Context: an optimization exercise on an open-source flow, tuned for small area and a short achievable clock period. The choices shown serve that exercise and are no tape-out recipe.
Function was checked by simulation only, so behaviour that the tests miss may differ from the original.

==> flow/design.v (outline; a module is shown in full before it is edited, if it fits) <==
// module pipe_delay: 11 lines
// module recip_table: 24 lines
// module recover_chan: 10 lines
// module dehaze_top: 1458 lines
module dehaze_top #(
    parameter int image_pixels = (512 * 512)
) (
    input  logic         clk,
    input  logic         rst,
    input  logic         in_valid,
    input  logic [215:0] window,
    input  logic [23:0]  light,
    input  logic [47:0]  inv_light,
    output logic [23:0]  pixel_out,
    output logic         out_valid,
    output logic         done
);
  // ...
==> flow/flow/run.sh <==
#!/bin/bash
# The standard layout (standard.sh, with config.mk's settings) with two changes to how the
# layout is made:
# 1. Synthesis is the standard flow's script with -noabc added to Yosys's synth command, so its quick ABC
#    pass does not remap the written-out adder trees before extract_fa turns them into full and
#    half adders (fewer inverters). Registers come out with the same count, names and cells.
# 2. The buffer on every input and output port is buf_1 instead of the default choice.
# The clock, the constraints and all the other steps are the standard ones.
set -euo pipefail
sed 's/yosys synth -nofsm -noshare /yosys synth -nofsm -noshare -noabc /' synth_recipe.tcl > own_synth.tcl
grep -q -- '-noabc' own_synth.tcl
bash standard.sh SYNTH_SCRIPT="$PWD/own_synth.tcl" \
    "BUFFER_PORTS_ARGS=-buffer_cell sky130_fd_sc_hd__buf_1" finish > standard_flow.log 2>&1
==> flow/standard.sh <==
#!/bin/bash
# synth_recipe.tcl (not shown) runs the flow's synth.tcl, then flattens the netlist and writes it again
# the make line also repeats each setting of config.mk as NAME=value (left out here)
make -C /OpenROAD-flow-scripts/flow DESIGN_CONFIG=/design/flow/config.mk WORK_HOME=/design/flow/orfs CLKGATE_MAP_FILE= SYNTH_SCRIPT=/design/flow/synth_recipe.tcl "${@:-finish}"
==> flow/config.mk <==
export PLATFORM = sky130hd
export DESIGN_NAME = dehaze_top
export DESIGN_NICKNAME = dehaze_top
export VERILOG_FILES = /design/flow/design.v
export SDC_FILE = /design/flow/constraint.sdc
export NUM_CORES = 4
export LEC_CHECK = 0
export ABC_AREA = 1
export CAP_MARGIN = 20
export CORE_MARGIN = 2
export CORE_UTILIZATION = 50
export PLACE_DENSITY = 0.7
export SETUP_SLACK_MARGIN = 5
export SLEW_MARGIN = 20
==> flow/constraint.sdc <==
create_clock -name core_clock -period 9.0 [get_ports {clk}]
set_input_delay 1.8000 -clock core_clock [delete_from_list [all_inputs] [get_ports {clk}]]
set_output_delay 1.8000 -clock core_clock [all_outputs]
set_load 0.01 [all_outputs]
==> impl_results.md, run 1 <==
- Setup violations, final: 0
- Most common cell after layout, fill and taps aside: nand2_1
- Post-route ant nets: 0
- Reg2reg setup slack: 5.08 ns
- GP Congestion: 1.008
- Commonest non-fill, non-tap cells in the layout: nand2_1 (1,093), inv_1 (600), dfxtp_1 (553)
- RR Endpoint: r5.dout[64]
- Number of flip-flops in the largest register: 159
- Run status: complete, no violations
- Core area: 83,290 um^2
- IO Port Bufs: 316
- Vias per std cell: 5.568
- Most frequent cells after synthesis: nand2_1 (1,121), inv_1 (629), dfxtp_1 (587), ha_1 (386), fa_1 (362)
- Area-dominant class: multi-input combinational cells
- Main combinational cell family by area after synthesis: adder cells
- Worst setup SP type: flip-flop
- Post-Syn Area: 41,850 um^2
- Synth Area per Inst: 8.413 um^2
- Layout area overhead: 14.88%
- Share of cells above drive strength 1: 0.08451
- Clock-pin slew on the worst setup and hold paths: 0.07 ns
- Die area: 86,020 um^2
- Grt peak-use layer: met2
- Top sig layer: met5
- Post-synth ARST share: 0.04397
- Maximum fanout along the worst path: 11
- Met3 Use GR: 0.04690
- Final hold viol count: 0
- Critical path endpoint category: flip-flop
- Setup ws final: 5.081 ns
- Setup Slack @ Placement: 4.326 ns
- Global-route wire length before repair: 190,800 um
- Pins Over Slew Limit: 0
==> run 2, diff against run 1 <==
--- a/flow/design.v
+++ b/flow/design.v
@@ -73,17 +73,17 @@
     logic [47:0] il2, il3;
     logic [23:0] p2, a2, p3, a3, p4, a4, p5, a5, a6, a7;
     logic [7:0]  mean_r3, mean_g3, mean_b3;
     logic [15:0] il4;
     logic [17:0] il34;
     logic [7:0]  s5;
     logic [15:0] r, r6;
     logic [17:0] r3, r36;
-    logic [23:0] d, d6;
+    logic [23:0] d;
     logic [2:0]  up, up6, up7;
     logic [23:0] q, q7;
     logic [23:0] y;
     logic [3:0]  hm0, hm1, hm2, hm3;
     logic [3:0]  hd0_0, hd0_1, hd0_2, hd0_3, hd1_0, hd1_1, hd1_2, hd1_3, hd2_0, hd2_1, hd2_2, hd2_3;
     logic s9r_1, s9r_2;
     logic s9r_3, s9r_4;
     logic s9r_5, s9r_6;
@@ -1479,33 +1479,30 @@
     pipe_delay #(.width(16+16+18+48)) r3r (.clk(clk),
         .din({min_digits, min_inv, {2'b00, min_inv} + {1'b0, min_inv, 1'b0}, p3, a3}),
         .dout({hm3, hm2, hm1, hm0, il4, il34, p4, a4}));
     pipe_delay #(.width(8+48)) r4 (.clk(clk),
         .din({(|dark_prod[23:16]) ? 8'hFF : dark_prod[15:8], p4, a4}),
         .dout({s5, p5, a5}));
     recip_table rt (.s(s5), .r(r));
     assign r3 = {2'b00, r} + {1'b0, r, 1'b0};
+    logic [47:0] d_digits;
     for (genvar c = 0; c < 3; c++) begin : g_diff
         assign up[c] = p5[8*c +: 8] >= a5[8*c +: 8];
         assign d[8*c +: 8] = up[c] ? (p5[8*c +: 8] - a5[8*c +: 8]) : (a5[8*c +: 8] - p5[8*c +: 8]);
-    end
-    pipe_delay #(.width(16+18+24+3+24)) r5 (.clk(clk),
-        .din({r, r3, d, up, a5}),
-        .dout({r6, r36, d6, up6, a6}));
-    logic [47:0] d_digits;
-    for (genvar c = 0; c < 3; c++) begin : g_digit_c
         for (genvar i = 0; i < 4; i++) begin : g_digit
             for (genvar v = 0; v < 4; v++) begin : g_val
-                assign d_digits[16*c+4*i+v] = d6[8*c+2*i +: 2] == v[1:0];
+                assign d_digits[16*c+4*i+v] = d[8*c+2*i +: 2] == v[1:0];
             end
         end
     end
-    assign {hd2_3, hd2_2, hd2_1, hd2_0, hd1_3, hd1_2, hd1_1, hd1_0,
-            hd0_3, hd0_2, hd0_1, hd0_0} = d_digits;
+    pipe_delay #(.width(16+18+48+3+24)) r5 (.clk(clk),
+        .din({r, r3, d_digits, up, a5}),
+        .dout({r6, r36, hd2_3, hd2_2, hd2_1, hd2_0, hd1_3, hd1_2, hd1_1, hd1_0,
+               hd0_3, hd0_2, hd0_1, hd0_0, up6, a6}));
     assign q[7:0]   = (|xprod0[23:20]) ? 8'hFF : xprod0[19:12];
     assign q[15:8]  = (|xprod1[23:20]) ? 8'hFF : xprod1[19:12];
     assign q[23:16] = (|xprod2[23:20]) ? 8'hFF : xprod2[19:12];
     pipe_delay #(.width(24+3+24)) r6r (.clk(clk),
         .din({q, up6, a6}),
         .dout({q7, up7, a7}));
     for (genvar c = 0; c < 3; c++) begin : g_rec
         recover_chan rc (.a(a7[8*c +: 8]), .q(q7[8*c +: 8]), .up(up7[c]), .y(y[8*c +: 8]));
==> flow/config.mk (replaced) <==
export PLATFORM = sky130hd
export DESIGN_NAME = dehaze_top
export DESIGN_NICKNAME = dehaze_top
export VERILOG_FILES = /design/flow/design.v
export SDC_FILE = /design/flow/constraint.sdc
export NUM_CORES = 4
export LEC_CHECK = 0
export ABC_AREA = 1
export CAP_MARGIN = 20
export CORE_MARGIN = 2
export CORE_UTILIZATION = 55
export PLACE_DENSITY = 0.8
export SETUP_SLACK_MARGIN = 5
export SLEW_MARGIN = 20
==> run 2 against run 1 <==
Worst setup slack improved by 0.036 ns. Design area fell by 0.59%. Hold slack got worse by 0.011 ns. Register-to-register slack improved by 0.04 ns. Critical path depth rose by 1. Largest cell class unchanged.
==> impl_results.md, run 2 <==
- Syn nets: 6,417 (was 6,013)
- Final hold viol count: 0 (unchanged)
- GRT overflow: 0 (unchanged)
- Post-Syn Area: 43,330 um^2 (was 41,850 um^2)
- Post-synth ARST share: 0.04313 (was 0.04397)
- Final WL: 117,800 um (was 121,900 um)
- Top cells by area, synth: dfxtp_1 (28%), fa_1 (17%), nand2_1 (12%) (was dfxtp_1 (28%), fa_1 (17%), ha_1 (12%))
- Largest net degree at the start of global routing: 43 (was 49)
- DP Area: 45,070 um^2 (was 43,800 um^2)
- WL per Instance: 17.59 um (was 18.93 um)
- Required @ worst endpoint: 9.56 ns (was 9.49 ns)
- Slew Limit Headroom: 0.3482 (was 0.3684)
- Most frequent cells after synthesis: nand2_1 (1,431), inv_1 (640), dfxtp_1 (599), nand3_1 (417), ha_1 (386) (was nand2_1 (1,121), inv_1 (629), dfxtp_1 (587), ha_1 (386), fa_1 (362))
- Critical path endpoint category: flip-flop (unchanged)
- Layout area overhead: 10.29% (was 14.88%)
- Sum Neg Setup Slack: 0 ns (unchanged)
- Clock Path Buffers: 3 (unchanged)
- Worst min path class: flip-flop to flip-flop (unchanged)
- Biggest register: r1.dout (unchanged)
- RR Endpoint: r5.dout[90] (was r5.dout[64])
- Number of flip-flops in the largest register: 159 (unchanged)
- R2R Path Start: r4.dout[54] (was r4.dout[51])
- H-tree depth: 3 (unchanged)
- Hold buffer count at cts: 0 (unchanged)
- Worst Hold Slack: 0.3031 ns (was 0.3141 ns)
- Io pins: 317 (unchanged)
- Num Clock Sinks: 626 (was 614)
- Final Skew: 0.03115 ns (was 0.03724 ns)
- Worst EP arrival: 4.45 ns (was 4.41 ns)
- RSZ-0062 raised after global routing: yes (unchanged)
- Reg2reg setup slack: 5.12 ns (was 5.08 ns)
- Worst Hold Depth: 0 (unchanged)
- IO Port Bufs: 316 (unchanged)
- Min-Delay Endpoint: r2.dout[58] (was r2.dout[68])
- CP top delay family: simple AND/OR/NAND/NOR gates (was compound AO/OA/AOI/OAI gates)
- Initial antenna violation count: 0 (was 3)
- Instance count on the critical path: 19 (was 18)
- Peak Freq: 257.6 MHz (was 255.2 MHz)
- Most frequent cell after synthesis: nand2_1 (unchanged)
- Run status: complete, no violations (unchanged)
- Most common cell after layout, fill and taps aside: nand2_1 (unchanged)
- Area share of the largest cell type after synthesis: 0.2767 (was 0.2808)
- Die Height: 284.7 um (was 293.3 um)
- Clock-pin slew on the worst setup and hold paths: 0.07 ns (about the same)
- Std cell rows: 102 (was 106)
- Period utilization: 0.4314 (was 0.4354)
- Worst-path cell chain: buf_4 > inv_2 > nor2_4 > nand2_2 > clkinvlp_4 > o21ai_0 > o22ai_1 > a31oi_1 > nand3_1 > nand2_1 > nand2_1 > ha_1 > fa_1 > nand3_1 > nand3_1 > nand3_1 > nand2_1 > a21oi_1 > xor2_1 (was buf_12 > clkinvlp_4 > buf_4 > nand2_2 > inv_1 > nand2_1 > nand4_1 > a311oi_2 > a21oi_4 > ha_1 > fa_1 > nand3_1 > nand2_1 > a21oi_4 > o21ai_1 > a21boi_1 > o21ai_0 > xor2_1)
- GRT Overall Usage: 0.2893 (was 0.2802)
- Core area: 77,720 um^2 (was 83,290 um^2)
- Post-synth EDFFs: 0 (unchanged)
- Final min period: 3.883 ns (was 3.919 ns)
- Pins Over Slew Limit: 0 (unchanged)
- Buffers & Inverters on Critical Path: 3 (was 4)
- Clock Tree Root: clkbuf_16 (unchanged)
- Measured slew at the worst slew-check pin: 0.9764 ns (was 0.9461 ns)
- Commonest non-fill, non-tap cells in the layout: nand2_1 (1,425), inv_1 (633), dfxtp_1 (565) (was nand2_1 (1,093), inv_1 (600), dfxtp_1 (553))
- # DRC: 0 (unchanged)
- Sequential area share after synthesis: 0.2923 (was 0.2970)
- Synth Area per Inst: 8.057 um^2 (was 8.413 um^2)
- Ys flop type: dfxtp_1 (unchanged)
- Critical Setup Path Class: flip-flop to flip-flop (unchanged)
- Initial Util: 0.5575 (was 0.5024)
- Later-pin clock latency in the skew report: 0.64 ns (was 0.65 ns)
- Global-route wire length before repair: 190,900 um (was 190,800 um)
- Worst setup SP type: flip-flop (unchanged)
- Synth Instances: 5,378 (was 4,974)
- ANT cells: 0 (was 1)
- Post-route ant nets: 0 (unchanged)
- Setup violations, final: 0 (unchanged)
- Vias in the first global route: 37,459 (was 35,424)
- Die area: 81,050 um^2 (was 86,020 um^2)
- CTS tree: yes (unchanged)
- Slowest library cell on the worst path: fa_1 (was dfxtp_2)
- Library cells used by synthesis: 65 (was 68)
- Syn. warnings: 8 (unchanged)
- Hold path start: r1.dout[58] (was r1.dout[68])
- Setup ws final: 5.117 ns (was 5.081 ns)
- CTS buffer count: 67 (was 68)
- Setup Slack @ Placement: 4.895 ns (was 4.326 ns)
- Final instance area: 47,790 um^2 (was 48,070 um^2)
- Via Count: 37,346 (was 35,862)
- Share of cells above drive strength 1: 0.05817 (was 0.08451)
- Slowest Stage Delay on Critical Path: 0.46 ns (was 0.42 ns)
- GP Congestion: 1.073 (was 1.008)
- Max Cap Violations: 0 (unchanged)
- Final #Nets: 6,644 (was 6,345)
- Pre-Repair DR Iteration Count: 8 (was 6)
- Most frequent cell on the critical path: nand3_1
- Vias per std cell: 5.577 (was 5.568)
- Worst reg2reg path depth: 19 (was 18)
- Maximum fanout along the worst path: 12 (was 11)
- Largest registers: r1.dout (159), r2.dout (120), r5.dout (96) (was r1.dout (159), r2.dout (120), r3r.dout (93))
- Area leader, netlist: dfxtp_1 (unchanged)
- Seq cells post-synth: 626 (was 614)
- DP HPWL: 89,610 um (was 92,880 um)
- Overall die width: 284.7 um (was 293.3 um)
- DR iter-0 viols: 3,408 (was 3,281)
-- run 2: cell count changes after synthesis, sizes merged, moves of 13 or more --
cell / change
nand2: +334
o221ai: -167
nand3: +164
nor2: -35
inv: +27
nand4: +21
a21o: +20
or2: +16
a31oi: -14
buf: +13
-- run 2: cells by family after synthesis --
logic type / Yosys count / share of synthesized area
buf+inv: 846 / 0.07655
compound gates: 709 / 0.09445
simple gates: 2294 / 0.2264
mux: 1 / 0.0002310
flops: 626 / 0.2923
fa+ha+maj: 748 / 0.2787
xor+xnor: 154 / 0.03130
-- run 2: worst max path at each step --
stage	from	end	slack, ns
floorplan	window[9]	r1.dout[121]	5.19
finish	r4.dout[54]	r5.dout[90]	5.12
detailed placement	r4.dout[52]	r5.dout[89]	4.89
CTS	r5.dout[104]	r6r.dout[27]	5.00
global placement	r4.dout[51]	r5.dout[89]	4.83
global route	r2.dout[103]	r3r.dout[63]	4.97
-- run 2: per-layer routing --
metal	global-route usage	part of all wire
met1	0.3628	0.40
met2	0.4947	0.48
met3	0.05152	0.077
met4	0.1121	0.043
met5	0	0
-- run 2: layout make-up --
cell class / instances / area [um^2]
fillers: 6620 / 29930
multi-input cells: 3906 / 27440
flip-flops and latches: 626 / 12720
inverters: 660 / 2514
clock buffers: 80 / 1829
repair buffers: 344 / 1470
well taps: 1040 / 1301
clock inverters: 40 / 524.3
-- run 2: timing repair --
item,4_1_cts,5_1_grt
pin swaps,0,1
cloned,0,1
setup endpoints to repair,25,49
gates resized for setup,10,77
setup buffers,3,13
-- run 2: through the flow --
step           instances    util
2_1_floorplan       5378       -
3_3_place_gp        6559  0.5799
3_5_place_dp        6559  0.5799
4_1_cts             6682  0.6107
5_1_grt             6696  0.6149
6_report            6696  0.6149
==> run 3, diff against run 2 <==
==> flow/flow/run.sh (replaced) <==
#!/bin/bash
# The standard layout (standard.sh, with config.mk's settings) with three changes to how the
# layout is made:
# 1. Synthesis is the standard flow's script with -noabc added to Yosys's synth command, so its quick ABC
#    pass does not remap the written-out adder trees before extract_fa turns them into full and
#    half adders (fewer inverters). Registers come out with the same count, names and cells.
# 2. The buffer on every input and output port is buf_1 instead of the default choice.
# 3. Setup repair keeps improving paths until 5.25 ns of slack at the design's 9 ns clock.
# The clock, the constraints and all the other steps are the standard ones.
set -euo pipefail
sed 's/yosys synth -nofsm -noshare /yosys synth -nofsm -noshare -noabc /' synth_recipe.tcl > own_synth.tcl
grep -q -- '-noabc' own_synth.tcl
bash standard.sh SYNTH_SCRIPT="$PWD/own_synth.tcl" SETUP_SLACK_MARGIN=5.25 \
    "BUFFER_PORTS_ARGS=-buffer_cell sky130_fd_sc_hd__buf_1" finish > standard_flow.log 2>&1
--- a/flow/config.mk
+++ b/flow/config.mk
@@ -11,4 +11,3 @@
 export CORE_UTILIZATION = 55
 export PLACE_DENSITY = 0.8
-export SETUP_SLACK_MARGIN = 5
 export SLEW_MARGIN = 20
==> run 3 against run 2 <==
Highest routed layer unchanged. Synthesized area unchanged. Global-route usage decreased by 0.13 points. Design area rose by 1.3%. Critical path type unchanged. Die area is the same. Hold slack better by 0.011 ns. Still clean on timing, DRC and antenna. Sequential share of layout area down 0.11 points. Clock-buffer cell count decreased by 1.
==> impl_results.md, run 3 <==
- Run status: complete, no violations (unchanged)
- CTS tree: yes (unchanged)
- Maximum fanout along the worst path: 4 (was 12)
- Worst Hold Depth: 0 (unchanged)
- Synth Instances: 5,378 (unchanged)
- Worst reg2reg path depth: 13 (was 19)
- WL per Instance: 17.69 um (was 17.59 um)
- Post-synth ARST share: 0.04313 (unchanged)
- Max Cap Violations: 0 (unchanged)
- Worst setup SP type: flip-flop (unchanged)
- GRT overflow: 0 (unchanged)
- Die Height: 284.7 um (unchanged)
- Global-route wire length before repair: 190,100 um (was 190,900 um)
- H-tree depth: 3 (unchanged)
- Measured slew at the worst slew-check pin: 1.018 ns (was 0.9764 ns)
- Syn nets: 6,417 (unchanged)
- Most frequent cell after synthesis: nand2_1 (unchanged)
- Synth Area per Inst: 8.057 um^2 (unchanged)
- Clock Path Buffers: 3 (unchanged)
- Std cell rows: 102 (unchanged)
- Pins Over Slew Limit: 0 (unchanged)
- Sequential area share after synthesis: 0.2923 (unchanged)
- Clock Tree Root: clkbuf_16 (unchanged)
- Hold path start: r1.dout[19] (was r1.dout[58])
- IO Port Bufs: 316 (unchanged)
- Most frequent cells after synthesis: nand2_1 (1,431), inv_1 (640), dfxtp_1 (599), nand3_1 (417), ha_1 (386) (unchanged)
- Final std cells w/o fill: 6,711 (was 6,696)
- Area leader, netlist: dfxtp_1 (unchanged)
- Min-Delay Endpoint: r2.dout[19] (was r2.dout[58])
- Biggest register: r1.dout (unchanged)
- Sum Neg Setup Slack: 0 ns (unchanged)
- Num Clock Sinks: 626 (unchanged)
- Vias per std cell: 5.572 (was 5.577)
- Later-pin clock latency in the skew report: 0.63 ns (was 0.64 ns)
- FILL cells: 6,532 (was 6,620)
- Initial Util: 0.5575 (unchanged)
- Period utilization: 0.4006 (was 0.4314)
- Reg2reg setup slack: 5.39 ns (was 5.12 ns)
- Seq cells post-synth: 626 (unchanged)
- Ys flop type: dfxtp_1 (unchanged)
- Area share of the largest cell type after synthesis: 0.2767 (unchanged)
- Vias in the first global route: 37,386 (was 37,459)
- Worst min path class: flip-flop to flip-flop (unchanged)
- GP Congestion: 1.058 (was 1.073)
- ANT cells: 0 (unchanged)
- Required @ worst endpoint: 9.53 ns (was 9.56 ns)
- DR iter-0 viols: 3,549 (was 3,408)
- Peak Freq: 277.3 MHz (was 257.6 MHz)
- RSZ-0062 raised after global routing: yes (unchanged)
- Post-Syn Area: 43,330 um^2 (unchanged)
- Setup violations, final: 0 (unchanged)
- Slew Limit Headroom: 0.3207 (was 0.3482)
- Clock-pin slew on the worst setup and hold paths: 0.06 ns (was 0.07 ns)
- Critical Setup Path Class: flip-flop to flip-flop (unchanged)
- DP HPWL: 89,820 um (was 89,610 um)
- Initial antenna violation count: 0 (unchanged)
- Critical path endpoint category: flip-flop (unchanged)
- Commonest non-fill, non-tap cells in the layout: nand2_1 (1,421), inv_1 (632), dfxtp_1 (520) (was nand2_1 (1,425), inv_1 (633), dfxtp_1 (565))
- Setup ws final: 5.394 ns (was 5.117 ns)
- CTS buffer count: 66 (was 67)
- Largest registers: r1.dout (159), r2.dout (120), r5.dout (96) (unchanged)
- Largest net degree at the start of global routing: 50 (was 43)
- Die area: 81,050 um^2 (unchanged)
- Layout area overhead: 11.77% (was 10.29%)
- Number of flip-flops in the largest register: 159 (unchanged)
- Pre-Repair DR Iteration Count: 8 (unchanged)
- Final hold viol count: 0 (unchanged)
- RR Endpoint: r2.dout[117] (was r5.dout[90])
- Via Count: 37,391 (was 37,346)
- Final WL: 118,700 um (was 117,800 um)
- # DRC: 0 (unchanged)
- Final instance area: 48,430 um^2 (was 47,790 um^2)
- Worst EP arrival: 4.14 ns (was 4.45 ns)
- Post-synth EDFFs: 0 (unchanged)
- Hold buffer count at cts: 0 (unchanged)
- Core area: 77,720 um^2 (unchanged)
- Top cells by area, synth: dfxtp_1 (28%), fa_1 (17%), nand2_1 (12%) (unchanged)
- Post-route ant nets: 0 (unchanged)
- R2R Path Start: r1.dout[150] (was r4.dout[54])
- Library cells used by synthesis: 65 (unchanged)
- Setup Slack @ Placement: 4.575 ns (was 4.895 ns)
- Cells after DPL: 6,555 (was 6,559)
- Syn. warnings: 8 (unchanged)
- Io pins: 317 (unchanged)
- Final #Nets: 6,658 (was 6,644)
- Most common cell after layout, fill and taps aside: nand2_1 (unchanged)
- Final min period: 3.606 ns (was 3.883 ns)
- GRT Overall Usage: 0.2880 (was 0.2893)
- Overall die width: 284.7 um (unchanged)
- Final Skew: 0.02948 ns (was 0.03115 ns)
- DP Area: 45,130 um^2 (was 45,070 um^2)
- Share of cells above drive strength 1: 0.07953 (was 0.05817)
run 3: cell type report:
type | count | area (um^2) | area share
multi-input combinational | 3906 | 27790 | 0.5738
clock buffer | 79 | 1760 | 0.03635
tap | 1040 | 1301 | 0.02687
inverter | 660 | 2512 | 0.05188
clock inverter | 41 | 618.1 | 0.01276
timing repair buffer | 359 | 1618 | 0.03340
sequential | 626 | 12830 | 0.2650
run 3: critical path, cell delays in order (launching register included):
cell	delay (ns)
dfxtp_1	0.44
inv_1	0.11
fa_1	0.54
inv_1	0.05
fa_1	0.48
inv_1	0.05
fa_1	0.50
inv_1	0.04
ha_1	0.34
nand2_1	0.13
nor2_1	0.19
nand4_1	0.11
o21ai_1	0.29
xor2_2	0.25
run 3: worst max-delay path by stage:
stage,end,cells past startpoint,from,slack (ns)
4_1_cts,r5.dout[91],17,r4.dout[54],5.23
2_1_floorplan,r1.dout[121],4,window[9],5.20
3_5_place_dp,r5.dout[91],20,r4.dout[50],4.57
6_report,r2.dout[117],13,r1.dout[150],5.39
5_1_grt,r3r.dout[62],18,r2.dout[103],5.17
3_3_place_gp,r5.dout[89],20,r4.dout[50],4.71
run 3: routing by layer:
metal | track usage | part of all wire | vias up
li1 | - | - | 17774
met1 | 0.3599 | 0.40 | 17511
met2 | 0.4954 | 0.48 | 1712
met3 | 0.04414 | 0.071 | 394
met4 | 0.1201 | 0.046 | 0
met5 | 0 | 0 | -
run 3: metrics by stage:
| stage | util | hold WS (ns) |
|---|---|---|
| after CTS | 0.6133 | 0.3186 |
| after detailed placement | 0.5807 | 0.3121 |
| after global routing | 0.6231 | 0.3218 |
| after global placement | 0.5807 | 0.3098 |
| final | 0.6231 | 0.3142 |
| after floorplan | - | 0.3096 |
run 3: kinds of logic after synthesis:
kind of cell    share of synthesized area
fa+ha+maj                          0.2787
simple gates                       0.2264
mux                             0.0002310
compound gates                    0.09445
flops                              0.2923
buf+inv                           0.07655
xor+xnor                          0.03130
run 3: repair_timing:
| action | CTS | global route |
|---|---|---|
| pin swaps | 0 | 13 |
| endpoints found under the setup margin | 56 | 55 |
| resized for setup | 53 | 163 |
| buffers inserted | 6 | 27 |
| gates cloned | 0 | 2 |
==> run 4, diff against run 3 <==
--- a/flow/config.mk
+++ b/flow/config.mk
@@ -9,5 +9,5 @@
 export CAP_MARGIN = 20
 export CORE_MARGIN = 2
-export CORE_UTILIZATION = 55
-export PLACE_DENSITY = 0.8
+export CORE_UTILIZATION = 50
+export PLACE_DENSITY = 0.7
 export SLEW_MARGIN = 20
==> run 4 against run 3 <==
Still clean. Via count shrank 1.6%. Non-clock buffer count grew 21. Fmax shrank 1.1%. Die area grew 9.9%. Worst setup slack lost 0.041 ns. Highest routed layer is now met5.
==> impl_results.md, run 4 <==
- RR Endpoint: r5.dout[90] (was r2.dout[117])
- Die area: 89,030 um^2 (was 81,050 um^2)
- Slowest library cell on the worst path: dfxtp_4 (was fa_1)
- FILL cells: 7,839 (was 6,532)
- Final hold viol count: 0 (unchanged)
- Reg2reg setup slack: 5.35 ns (was 5.39 ns)
- Later-pin clock latency in the skew report: 0.66 ns (was 0.63 ns)
- Hold buffer count at cts: 0 (unchanged)
- Final Skew: 0.04522 ns (was 0.02948 ns)
- Required @ worst endpoint: 9.58 ns (was 9.53 ns)
- Seq cells post-synth: 626 (unchanged)
- Mux contribution to synthesized area: 0.0002310 (unchanged)
- Critical Path Start: r4.dout[49] (was r1.dout[150])
- Final WL: 118,000 um (was 118,700 um)
- Critical Setup Path Class: flip-flop to flip-flop (unchanged)
- Sequential area share after synthesis: 0.2923 (unchanged)
- Top cells by area, synth: dfxtp_1 (28%), fa_1 (17%), nand2_1 (12%) (unchanged)
- Area leader, netlist: dfxtp_1 (unchanged)
- Via Count: 36,775 (was 37,391)
- Slowest Stage Delay on Critical Path: 0.38 ns (was 0.54 ns)
- Worst setup SP type: flip-flop (unchanged)
- Area share of the largest cell type after synthesis: 0.2767 (unchanged)
- Main combinational cell family by area after synthesis: adder cells (unchanged)
- Fraction of the mapped netlist area in compound gates: 0.09445 (unchanged)
- Synth Area in Simple Gates: 0.2264 (unchanged)
- Syn. warnings: 8 (unchanged)
- GRT overflow: 0 (unchanged)
- Pre-Repair DR Iteration Count: 8 (unchanged)
- Clock-pin slew on the worst setup and hold paths: 0.06 ns (about the same)
- Slew Limit Headroom: 0.4529 (was 0.3207)
- DP HPWL: 89,180 um (was 89,820 um)
- ANT cells: 0 (unchanged)
- Vias per std cell: 5.373 (was 5.572)
- Most frequent cell after synthesis: nand2_1 (unchanged)
- Post-synth EDFFs: 0 (unchanged)
- Ys flop type: dfxtp_1 (unchanged)
- Sum Neg Setup Slack: 0 ns (unchanged)
- Overall die width: 298.4 um (was 284.7 um)
- Post-route ant nets: 0 (unchanged)
- IO Port Bufs: 316 (unchanged)
- Maximum fanout along the worst path: 12 (was 4)
- Clock Tree Root: clkbuf_16 (unchanged)
- Run status: complete, no violations (unchanged)
- GRT Overall Usage: 0.2616 (was 0.2880)
- Most common cell after layout, fill and taps aside: nand2_1 (unchanged)
- Critical Path End: r5.dout[90] (was r2.dout[117])
- Post-Syn Area: 43,330 um^2 (unchanged)
- Cells after DPL: 6,659 (was 6,555)
- Period utilization: 0.4052 (was 0.4006)
- Initial antenna violation count: 1 (was 0)
- H-tree depth: 3 (unchanged)
- Max Cap Violations: 0 (unchanged)
- Peak Freq: 274.2 MHz (was 277.3 MHz)
- Most frequent cell on the critical path: nand2_1 (was inv_1)
- GP Congestion: 1.026 (was 1.058)
- Synth Area per Inst: 8.057 um^2 (unchanged)
- Adder-cell share of the synthesized area: 0.2787 (unchanged)
- Largest net degree at the start of global routing: 51 (was 50)
- Final std cells w/o fill: 6,844 (was 6,711)
- Commonest non-fill, non-tap cells in the layout: nand2_1 (1,424), inv_1 (634), dfxtp_1 (524) (was nand2_1 (1,421), inv_1 (632), dfxtp_1 (520))
- Worst reg2reg path depth: 20 (was 13)
- Worst min path class: flip-flop to flip-flop (unchanged)
- # DRC: 0 (unchanged)
- Die Height: 298.4 um (was 284.7 um)
- WL per Instance: 17.24 um (was 17.69 um)
- Most frequent cells after synthesis: nand2_1 (1,431), inv_1 (640), dfxtp_1 (599), nand3_1 (417), ha_1 (386) (unchanged)
- DR iter-0 viols: 2,910 (was 3,549)
- Worst EP arrival: 4.22 ns (was 4.14 ns)
- Post-synth ARST share: 0.04313 (unchanged)
- CTS buffer count: 69 (was 66)
- Largest registers: r1.dout (159), r2.dout (120), r5.dout (96) (unchanged)
- Clock Path Buffers: 3 (unchanged)
- Number of flip-flops in the largest register: 159 (unchanged)
- CTS tree: yes (unchanged)
- Core area: 85,550 um^2 (was 77,720 um^2)
- Biggest register: r1.dout (unchanged)
- Setup violations, final: 0 (unchanged)
- Share of cells above drive strength 1: 0.08404 (was 0.07953)
- Num Clock Sinks: 626 (unchanged)
- Syn nets: 6,417 (unchanged)
- Initial Util: 0.5065 (was 0.5575)
- Global-route wire length before repair: 188,800 um (was 190,100 um)
- Synth Area in XOR/XNOR: 0.03130 (unchanged)
- Layout area overhead: 12.40% (was 11.77%)
- R2R Path Start: r4.dout[49] (was r1.dout[150])
- Io pins: 317 (unchanged)
- Pins Over Slew Limit: 0 (unchanged)
- Final #Nets: 6,683 (was 6,658)
- Vias in the first global route: 36,311 (was 37,386)
- Library cells used by synthesis: 65 (unchanged)
- Std cell rows: 107 (was 102)
- Critical path endpoint category: flip-flop (unchanged)
- RSZ-0062 raised after global routing: yes (unchanged)
- Synth Instances: 5,378 (unchanged)
- Worst-path cell chain: buf_4 > nand2_4 > inv_4 > nor2_4 > inv_2 > nor2_1 > o21ai_1 > nand2_1 > nand2_1 > and3_1 > a31oi_1 > ha_1 > nand2_1 > a21oi_1 > a211oi_1 > nand3_1 > nand3_1 > nand2_1 > a21oi_1 > xor2_1 (was inv_1 > fa_1 > inv_1 > fa_1 > inv_1 > fa_1 > inv_1 > ha_1 > nand2_1 > nor2_1 > nand4_1 > o21ai_1 > xor2_2)
- Final min period: 3.647 ns (was 3.606 ns)
- Measured slew at the worst slew-check pin: 0.8103 ns (was 1.018 ns)
## run 4: cell count changes in the layout (fill, tap and decap cells not counted), moves of 5 or more
cell / delta
buf_4: +15
buf_6: +5
clkinv_4: +6
dfxtp_2: -18
dfxtp_4: +14
ha_4: -5
nor2_1: -6
nor2_2: +8
## run 4: worst min-delay path by stage
| stage | to | start | cells after the start |
|---|---|---|---|
| after floorplan | r2.dout[0] | r1.dout[0] | 0 |
| after global placement | r4.dout[14] | r3r.dout[14] | 0 |
| after detailed placement | r4.dout[21] | r3r.dout[21] | 0 |
| after CTS | r2.dout[76] | r1.dout[76] | 0 |
| after global routing | r2.dout[76] | r1.dout[76] | 0 |
| final | r3r.dout[34] | r2.dout[34] | 0 |
## run 4: repair_timing
action	CTS	global route
setup buffers	11	45
gates resized for setup	66	154
gates cloned	0	2
pin swaps	2	19
setup endpoints to repair	59	59
## run 4: final cells by class
type	count	area, um^2	area share
clock buffer	83	1819	0.03735
clock inverter	44	555.5	0.01141
inverter	660	2519	0.05171
multi-input combinational	3907	27730	0.5693
sequential	626	12860	0.2641
tap	1144	1431	0.02939
timing repair buffer	380	1787	0.03669
## run 4: critical path: cells and delay by family (launching register included)
family,cells,cell delay (ns)
buffers and inverters,3,0.38
AO/OA/AOI/OAI,5,0.84
AND/OR/NAND/NOR,10,1.49
adder cells (fa/ha/maj),1,0.35
XOR/XNOR,1,0.16
flip-flops,1,0.38
## run 4: kinds of logic (layout without fill, tap and decap cells)
group	after synthesis	in the layout
and+or+nand+nor	2294	2295
AOI/OAI and AO/OA	709	709
DFF	626	626
xor gates and xnor gates	154	154
adders and majority gates	748	748
buffers and inverters	846	1167
muxes	1	1
## run 4: per-stage QoR
| step | worst slack, ns | hold slack [ns] | utilization | cell area, um^2 |
|---|---|---|---|---|
| floorplan | 5.201 | 0.3096 | - | 43420 |
| global placement | 4.487 | 0.3096 | 0.5291 | 45260 |
| detailed placement | 4.623 | 0.3121 | 0.5291 | 45260 |
| CTS | 5.247 | 0.3184 | 0.5596 | 47870 |
| global route | 5.153 | 0.3282 | 0.5693 | 48700 |
| finish | 5.353 | 0.3195 | 0.5693 | 48700 |
## run 4: routing by layer
layer	GRT usage	wire (um)	vias up
met5	0	13	-
met4	0.09237	4412	2
met3	0.04929	8909	355
met2	0.4421	56330	1508
met1	0.3347	48310	17087
li1	-	-	17823
==> run 5, diff against run 4 <==
--- a/flow/flow/run.sh
+++ b/flow/flow/run.sh
@@ -6,9 +6,9 @@
 #    half adders (fewer inverters). Registers come out with the same count, names and cells.
 # 2. The buffer on every input and output port is buf_1 instead of the default choice.
-# 3. Setup repair keeps improving paths until 5.25 ns of slack at the design's 9 ns clock.
+# 3. Setup repair keeps improving paths until 5.4 ns of slack at the design's 9 ns clock.
 # The clock, the constraints and all the other steps are the standard ones.
 set -euo pipefail
 sed 's/yosys synth -nofsm -noshare /yosys synth -nofsm -noshare -noabc /' synth_recipe.tcl > own_synth.tcl
 grep -q -- '-noabc' own_synth.tcl
-bash standard.sh SYNTH_SCRIPT="$PWD/own_synth.tcl" SETUP_SLACK_MARGIN=5.25 \
+bash standard.sh SYNTH_SCRIPT="$PWD/own_synth.tcl" SETUP_SLACK_MARGIN=5.4 \
     "BUFFER_PORTS_ARGS=-buffer_cell sky130_fd_sc_hd__buf_1" finish > standard_flow.log 2>&1
--- a/flow/config.mk
+++ b/flow/config.mk
@@ -9,5 +9,5 @@
 export CAP_MARGIN = 20
 export CORE_MARGIN = 2
-export CORE_UTILIZATION = 50
-export PLACE_DENSITY = 0.7
+export CORE_UTILIZATION = 55
+export PLACE_DENSITY = 0.8
 export SLEW_MARGIN = 20
==> run 5 against run 4 <==
Sequential cell count stayed put. Hold slack lost 0.016 ns. Clock-buffer cell count increased by 3. Critical path depth is 2 lower. First-iteration DRC count rose by 17%. Critical path type unchanged. Critical endpoint is now r5.dout[92]. Largest cell class unchanged.
==> impl_results.md, run 5 <==
- Biggest register: r1.dout (unchanged)
- Share of cells above drive strength 1: 0.1283 (was 0.08404)
- Vias in the first global route: 37,655 (was 36,311)
- Final #Nets: 6,739 (was 6,683)
- Synth Area per Inst: 8.057 um^2 (unchanged)
- Worst EP arrival: 4.19 ns (was 4.22 ns)
- Most frequent cell after synthesis: nand2_1 (unchanged)
- CTS tree: yes (unchanged)
- Pre-Repair DR Iteration Count: 9 (was 8)
- Pins Over Slew Limit: 0 (unchanged)
- Number of flip-flops in the largest register: 159 (unchanged)
- WL per Instance: 18.37 um (was 17.24 um)
- Ys flop type: dfxtp_1 (unchanged)
- Area leader, netlist: dfxtp_1 (unchanged)
- Die Height: 284.7 um (was 298.4 um)
- Synth Area in XOR/XNOR: 0.03130 (unchanged)
- DP HPWL: 89,640 um (was 89,180 um)
- Setup violations, final: 0 (unchanged)
- Maximum fanout along the worst path: 10 (was 12)
- Initial Util: 0.5575 (was 0.5065)
- Final std cells w/o fill: 6,791 (was 6,844)
- Slew Limit Headroom: 0.4735 (was 0.4529)
- Later-pin clock latency in the skew report: 0.63 ns (was 0.66 ns)
- Overall die width: 284.7 um (was 298.4 um)
- Reg2reg setup slack: 5.31 ns (was 5.35 ns)
- Measured slew at the worst slew-check pin: 0.7887 ns (was 0.8103 ns)
- Sequential area share after synthesis: 0.2923 (unchanged)
- Std cell rows: 102 (was 107)
- Post-synth EDFFs: 0 (unchanged)
- GRT overflow: 0 (unchanged)
- Die area: 81,050 um^2 (was 89,030 um^2)
- Syn nets: 6,417 (unchanged)
- H-tree depth: 3 (unchanged)
- Largest registers: r1.dout (159), r2.dout (120), r5.dout (96) (unchanged)
- GRT Overall Usage: 0.2935 (was 0.2616)
- ANT cells: 0 (unchanged)
- Largest net degree at the start of global routing: 43 (was 51)
- Final Skew: 0.03272 ns (was 0.04522 ns)
- Post-synth ARST share: 0.04313 (unchanged)
- Cells after DPL: 6,558 (was 6,659)
- Hold buffer count at cts: 0 (unchanged)
- Clock Tree Root: clkbuf_16 (unchanged)
- Period utilization: 0.4096 (was 0.4052)
- Worst setup SP type: flip-flop (unchanged)
- Via Count: 38,140 (was 36,775)
- Main combinational cell family by area after synthesis: adder cells (unchanged)
- Critical Path Start: r4.dout[49] (unchanged)
- Library cells used by synthesis: 65 (unchanged)
- Peak Freq: 271.3 MHz (was 274.2 MHz)
- Io pins: 317 (unchanged)
- Post-layout util: 0.6465 (was 0.5693)
- RSZ-0062 raised after global routing: yes (unchanged)
- Global-route wire length before repair: 192,900 um (was 188,800 um)
- Final hold viol count: 0 (unchanged)
- CTS buffer count: 67 (was 69)
- DR iter-0 viols: 3,413 (was 2,910)
- Commonest non-fill, non-tap cells in the layout: nand2_1 (1,403), inv_1 (628), dfxtp_1 (503) (was nand2_1 (1,424), inv_1 (634), dfxtp_1 (524))
- Num Clock Sinks: 626 (unchanged)
- Sum Neg Setup Slack: 0 ns (unchanged)
- Adder-cell share of the synthesized area: 0.2787 (unchanged)
- Critical Setup Path Class: flip-flop to flip-flop (unchanged)
- Layout area overhead: 15.97% (was 12.40%)
- Post-Syn Area: 43,330 um^2 (unchanged)
- Worst min path class: flip-flop to flip-flop (unchanged)
- Setup ws final: 5.314 ns (was 5.353 ns)
- Clock Path Buffers: 3 (unchanged)
- Core area: 77,720 um^2 (was 85,550 um^2)
- Seq cells post-synth: 626 (unchanged)
- Area share of the largest cell type after synthesis: 0.2767 (unchanged)
- Syn. warnings: 8 (unchanged)
- Top cells by area, synth: dfxtp_1 (28%), fa_1 (17%), nand2_1 (12%) (unchanged)
- Most frequent cells after synthesis: nand2_1 (1,431), inv_1 (640), dfxtp_1 (599), nand3_1 (417), ha_1 (386) (unchanged)
- Synth Instances: 5,378 (unchanged)
- Fraction of the mapped netlist area in compound gates: 0.09445 (unchanged)
- Synth Area in Simple Gates: 0.2264 (unchanged)
- FILL cells: 6,265 (was 7,839)
- Final WL: 124,700 um (was 118,000 um)
- Hold path start: r1.dout[91] (was r2.dout[34])
- Setup Slack @ Placement: 4.643 ns (was 4.623 ns)
- Initial antenna violation count: 2 (was 1)
- Post-route ant nets: 0 (unchanged)
- Most common cell after layout, fill and taps aside: nand2_1 (unchanged)
- Critical path endpoint category: flip-flop (unchanged)
- Final min period: 3.686 ns (was 3.647 ns)
- Mux contribution to synthesized area: 0.0002310 (unchanged)
- Required @ worst endpoint: 9.51 ns (was 9.58 ns)
- IO Port Bufs: 316 (unchanged)
- Clock-pin slew on the worst setup and hold paths: 0.07 ns (was 0.06 ns)
- Vias per std cell: 5.616 (was 5.373)
- R2R Path Start: r4.dout[49] (unchanged)
- Run status: complete, no violations (unchanged)
- # DRC: 0 (unchanged)
- Max Cap Violations: 0 (unchanged)
- GP Congestion: 1.042 (was 1.026)
[run 5: cell counts after synthesis]
No cell type changed its count.
[run 5: final timing paths]
check / to / depth (start not counted)
hold reg to reg: r2.dout[91] / 0
setup reg to reg: r5.dout[92] / 18
min in group asynchronous: vpipe[6] / 2
hold / removal: r2.dout[91] / 0
setup / recovery: r5.dout[92] / 18
max in group asynchronous: pixel_count[7] / 3
[run 5: routing by layer]
| layer | track usage | wire, um | vias up |
|---|---|---|---|
| li1 | - | - | 17957 |
| met1 | 0.3627 | 48280 | 17788 |
| met2 | 0.5038 | 59550 | 1902 |
| met3 | 0.05449 | 10620 | 493 |
| met4 | 0.1196 | 6272 | 0 |
| met5 | 0 | 0 | - |
[run 5: repair_timing]
action                     4_1_cts  5_1_grt
setup endpoints to repair       65       68
gates cloned                     2        2
resized for setup              132      331
buffers inserted                19       89
pin swaps                        7       60
[run 5: cell type report]
| cell class | count | area (um^2) | share of cell area |
|---|---|---|---|
| Multi-Input combinational cell | 3907 | 28800 | 0.5730 |
| Clock buffer | 86 | 1879 | 0.03740 |
| Sequential cell | 626 | 12920 | 0.2572 |
| Inverter | 660 | 2522 | 0.05020 |
| Clock inverter | 34 | 409.1 | 0.008142 |
| Tap cell | 1040 | 1301 | 0.02590 |
| Timing Repair Buffer | 438 | 2419 | 0.04813 |
[run 5: through the flow]
stage          hold WS, ns  cell area (um^2)
2_1_floorplan       0.3096             43530
3_3_place_gp        0.3103             45260
3_5_place_dp        0.3121             45260
4_1_cts             0.2925             48070
5_1_grt             0.3139             50250
6_report            0.3031             50250
[run 5: logic make-up after synthesis]
kind of cell	Yosys count
AND/OR/NAND/NOR	2294
flip-flops	626
multiplexers	1
XOR/XNOR	154
adder cells (fa/ha/maj)	748
buffers and inverters	846
AO/OA/AOI/OAI	709
[run 5: worst max-delay path: stages, from the launching register on]
cell	delay, ns
dfxtp_4	0.38
clkbuf_4	0.19
buf_4	0.15
nand2_4	0.16
inv_2	0.10
nand2_2	0.13
a21oi_1	0.09
nor4_2	0.59
and3_4	0.34
a31oi_4	0.06
ha_4	0.31
nand2_1	0.10
a21oi_1	0.06
a211oi_1	0.20
nand3_1	0.18
nand3_1	0.11
nand2_1	0.10
a21oi_2	0.18
o21ai_0	0.10
==> run 6, diff against run 5 <==
--- a/flow/flow/run.sh
+++ b/flow/flow/run.sh
@@ -6,9 +6,9 @@
 #    half adders (fewer inverters). Registers come out with the same count, names and cells.
 # 2. The buffer on every input and output port is buf_1 instead of the default choice.
-# 3. Setup repair keeps improving paths until 5.4 ns of slack at the design's 9 ns clock.
+# 3. Setup repair keeps improving paths until 5.6 ns of slack at the design's 9 ns clock.
 # The clock, the constraints and all the other steps are the standard ones.
 set -euo pipefail
 sed 's/yosys synth -nofsm -noshare /yosys synth -nofsm -noshare -noabc /' synth_recipe.tcl > own_synth.tcl
 grep -q -- '-noabc' own_synth.tcl
-bash standard.sh SYNTH_SCRIPT="$PWD/own_synth.tcl" SETUP_SLACK_MARGIN=5.4 \
+bash standard.sh SYNTH_SCRIPT="$PWD/own_synth.tcl" SETUP_SLACK_MARGIN=5.6 \
     "BUFFER_PORTS_ARGS=-buffer_cell sky130_fd_sc_hd__buf_1" finish > standard_flow.log 2>&1
==> run 6 against run 5 <==
Still clean. Hold slack better by 0.019 ns. Die area unchanged. Fmax up 4.5%.
==> impl_results.md, run 6 <==
- Sequential area share after synthesis: 0.2923 (unchanged)
- Post-synth EDFFs: 0 (unchanged)
- H-tree depth: 3 (unchanged)
- Most common cell after layout, fill and taps aside: nand2_1 (unchanged)
- CTS tree: yes (unchanged)
- Number of flip-flops in the largest register: 159 (unchanged)
- Via Count: 39,865 (was 38,140)
- Global-route wire length before repair: 195,800 um (was 192,900 um)
- CTS buffer count: 66 (was 67)
- Most frequent cell on the critical path: nand3_1
- Most frequent cells after synthesis: nand2_1 (1,431), inv_1 (640), dfxtp_1 (599), nand3_1 (417), ha_1 (386) (unchanged)
- ANT cells: 0 (unchanged)
- DP HPWL: 89,040 um (was 89,640 um)
- Largest registers: r1.dout (159), r2.dout (120), r5.dout (96) (unchanged)
- Final min period: 3.529 ns (was 3.686 ns)
- Largest net degree at the start of global routing: 43 (unchanged)
- Worst setup SP type: flip-flop (unchanged)
- Run status: complete, no violations (unchanged)
- Overall die width: 284.7 um (unchanged)
- Clock-pin slew on the worst setup and hold paths: 0.07 ns (about the same)
- Final instance area: 53,050 um^2 (was 50,250 um^2)
- Critical Setup Path Class: flip-flop to flip-flop (unchanged)
- Final Skew: 0.03345 ns (was 0.03272 ns)
- Final WL: 133,200 um (was 124,700 um)
- Final hold viol count: 0 (unchanged)
- Vias per std cell: 5.793 (was 5.616)
- Final #Nets: 6,829 (was 6,739)
- Initial antenna violation count: 1 (was 2)
- Syn. warnings: 8 (unchanged)
- Setup violations, final: 0 (unchanged)
- Register Area: 12,990 um^2 (was 12,920 um^2)
- DR iter-0 viols: 4,444 (was 3,413)
- Hold buffer count at cts: 0 (unchanged)
- IO Port Bufs: 316 (unchanged)
- Buffers & Inverters on Critical Path: 3 (unchanged)
- Num Clock Sinks: 626 (unchanged)
- Synth Area per Inst: 8.057 um^2 (unchanged)
- Worst min path class: flip-flop to flip-flop (unchanged)
- Clock Path Buffers: 3 (unchanged)
- Peak Freq: 283.4 MHz (was 271.3 MHz)
- Sum Neg Setup Slack: 0 ns (unchanged)
- Core area: 77,720 um^2 (unchanged)
- FILL cells: 5,713 (was 6,265)
- Required @ worst endpoint: 9.55 ns (was 9.51 ns)
- Post-Syn Area: 43,330 um^2 (unchanged)
- Std cell rows: 102 (unchanged)
- Area leader, netlist: dfxtp_1 (unchanged)
- Io pins: 317 (unchanged)
- Area share of the largest cell type after synthesis: 0.2767 (unchanged)
- Measured slew at the worst slew-check pin: 0.9061 ns (was 0.7887 ns)
- Maximum fanout along the worst path: 11 (was 10)
- Slowest Stage Delay on Critical Path: 0.38 ns (was 0.59 ns)
- Commonest non-fill, non-tap cells in the layout: nand2_1 (1,336), inv_1 (606), dfxtp_1 (488) (was nand2_1 (1,403), inv_1 (628), dfxtp_1 (503))
- RSZ-0062 raised after global routing: yes (unchanged)
- Worst Hold Slack: 0.3219 ns (was 0.3031 ns)
- Worst EP arrival: 4.08 ns (was 4.19 ns)
- Syn nets: 6,417 (unchanged)
- Top cells by area, synth: dfxtp_1 (28%), fa_1 (17%), nand2_1 (12%) (unchanged)
- GRT Overall Usage: 0.2975 (was 0.2935)
- Slowest library cell on the worst path: nor2_2 (was nor4_2)
- # DRC: 0 (unchanged)
- WL per Instance: 19.36 um (was 18.37 um)
- Pre-Repair DR Iteration Count: 12 (was 9)
- Synth Instances: 5,378 (unchanged)
- Post-route ant nets: 0 (unchanged)
- Clock Tree Root: clkbuf_16 (unchanged)
- Post-synth ARST share: 0.04313 (unchanged)
- Max Cap Violations: 0 (unchanged)
- Most frequent cell after synthesis: nand2_1 (unchanged)
- Slew Limit Headroom: 0.3922 (was 0.4735)
- Layout area overhead: 22.42% (was 15.97%)
- Seq cells post-synth: 626 (unchanged)
- Critical path endpoint category: flip-flop (unchanged)
- Die area: 81,050 um^2 (unchanged)
- DP Area: 45,260 um^2 (about the same)
- Cells after DPL: 6,556 (was 6,558)
- Multi-input logic area: 30,490 um^2 (was 28,800 um^2)
- CP top delay family: simple AND/OR/NAND/NOR gates (unchanged)
- Later-pin clock latency in the skew report: 0.63 ns (about the same)
- Final std cells w/o fill: 6,882 (was 6,791)
- Worst-path cell chain: buf_8 > clkinvlp_4 > buf_12 > nor2_2 > nand3_1 > and3_4 > a31oi_4 > ha_1 > nand2_1 > a21oi_1 > a211oi_1 > nand3_1 > nand3_1 > nand2_1 > a21oi_2 > xor2_1 (was clkbuf_4 > buf_4 > nand2_4 > inv_2 > nand2_2 > a21oi_1 > nor4_2 > and3_4 > a31oi_4 > ha_4 > nand2_1 > a21oi_1 > a211oi_1 > nand3_1 > nand3_1 > nand2_1 > a21oi_2 > o21ai_0)
- Biggest register: r1.dout (unchanged)
- Vias in the first global route: 38,375 (was 37,655)
- Library cells used by synthesis: 65 (unchanged)
- Pins Over Slew Limit: 0 (unchanged)
- Initial Util: 0.5575 (unchanged)
- Ys flop type: dfxtp_1 (unchanged)
- Die Height: 284.7 um (unchanged)
- GRT overflow: 0 (unchanged)
- Share of cells above drive strength 1: 0.1962 (was 0.1283)
- Period utilization: 0.3921 (was 0.4096)
- GP Congestion: 1.075 (was 1.042)
==> run 6: cell counts after synthesis <==
Identical to the previous run, type by type.
==> run 6: path summary, 6_finish.rpt <==
path / from / to / slack, ns / cells past startpoint
worst max-delay path: r4.dout[53] / r5.dout[90] / 5.47 / 16
worst min-delay path: r3r.dout[24] / r4.dout[24] / 0.32 / 0
worst max register to register: r4.dout[53] / r5.dout[90] / 5.47 / 16
worst min register to register: r3r.dout[24] / r4.dout[24] / 0.32 / 0
max in group asynchronous: rst / pixel_count[6] / 7.35 / 2
min in group asynchronous: rst / vpipe[4] / 1.23 / 2
==> run 6: timing repair <==
item	4_1_cts	5_1_grt
gates cloned	4	5
endpoints found under the hold margin	0	0
setup buffers	49	148
pin swaps	35	236
resized for setup	302	631
setup endpoints to repair	80	74
==> run 6: logic make-up (layout without fill, tap and decap cells) <==
logic type,count (synthesis),count (layout),synth area share
flops,626,626,0.2923
xor+xnor,154,154,0.03130
compound gates,709,709,0.09445
buf+inv,846,1310,0.07655
fa+ha+maj,748,748,0.2787
mux,1,1,0.0002310
simple gates,2294,2294,0.2264
==> run 6: area by class of cell <==
cell class | instances | area share
inverter | 660 | 0.04838
sequential | 626 | 0.2449
timing repair buffer | 530 | 0.06352
clock buffer | 80 | 0.03441
tap | 1040 | 0.02453
clock inverter | 40 | 0.009553
multi-input combinational | 3906 | 0.5747
==> run 6: routing by layer <==
layer  GRT usage  vias to the layer above  wire, um
li1            -                    18124         -
met1      0.3653                    18726     49500
met2      0.5026                     2302     63170
met3     0.06260                      713     12320
met4      0.1328                        0      8250
met5           0                        -         0
==> run 6: metrics by stage <==
stage,util,setup WS (ns)
5_1_grt,0.6825,5.322
2_1_floorplan,-,5.201
3_3_place_gp,0.5823,4.636
4_1_cts,0.6322,5.592
6_report,0.6825,5.471
3_5_place_dp,0.5823,4.726

re-timing with driven ports:
The flow's constraints put no driver on any port. The routed layouts listed below were extracted and timed again, unchanged, in two steps. Step 1, drivers: a clkbuf_16 drives clk and a buf_2 each remaining input, both assumed. Step 2 moves the port delays by t, midway between the first and last clock arrival at a register: inputs arrive t later, outputs are due t later. That takes back most of the time a late clock gives input paths. Three values: ideal ports, drivers, drivers and shift; two values: the first two.
run	t, ns	slack for setup (ns)	worst data-port slew with drivers (ns)
run 1	0.683	5.081 / 5.081 / 4.784	0.12
run 2	0.696	5.117 / 5.117 / 4.962	0.06
run 3	0.679	5.394 / 5.394 / 4.990	0.11
run 4	0.708	5.353 / 5.353 / 4.952	0.05
run 5	0.674	5.314 / 5.314 / 4.964	0.06
run 6	0.688	5.471 / 5.471 / 4.904	0.11
After both steps every run listed still meets setup and hold. The setup slack of run 6, which loses most, moves by 0.000 ns with the drivers and by -0.567 ns with both steps.
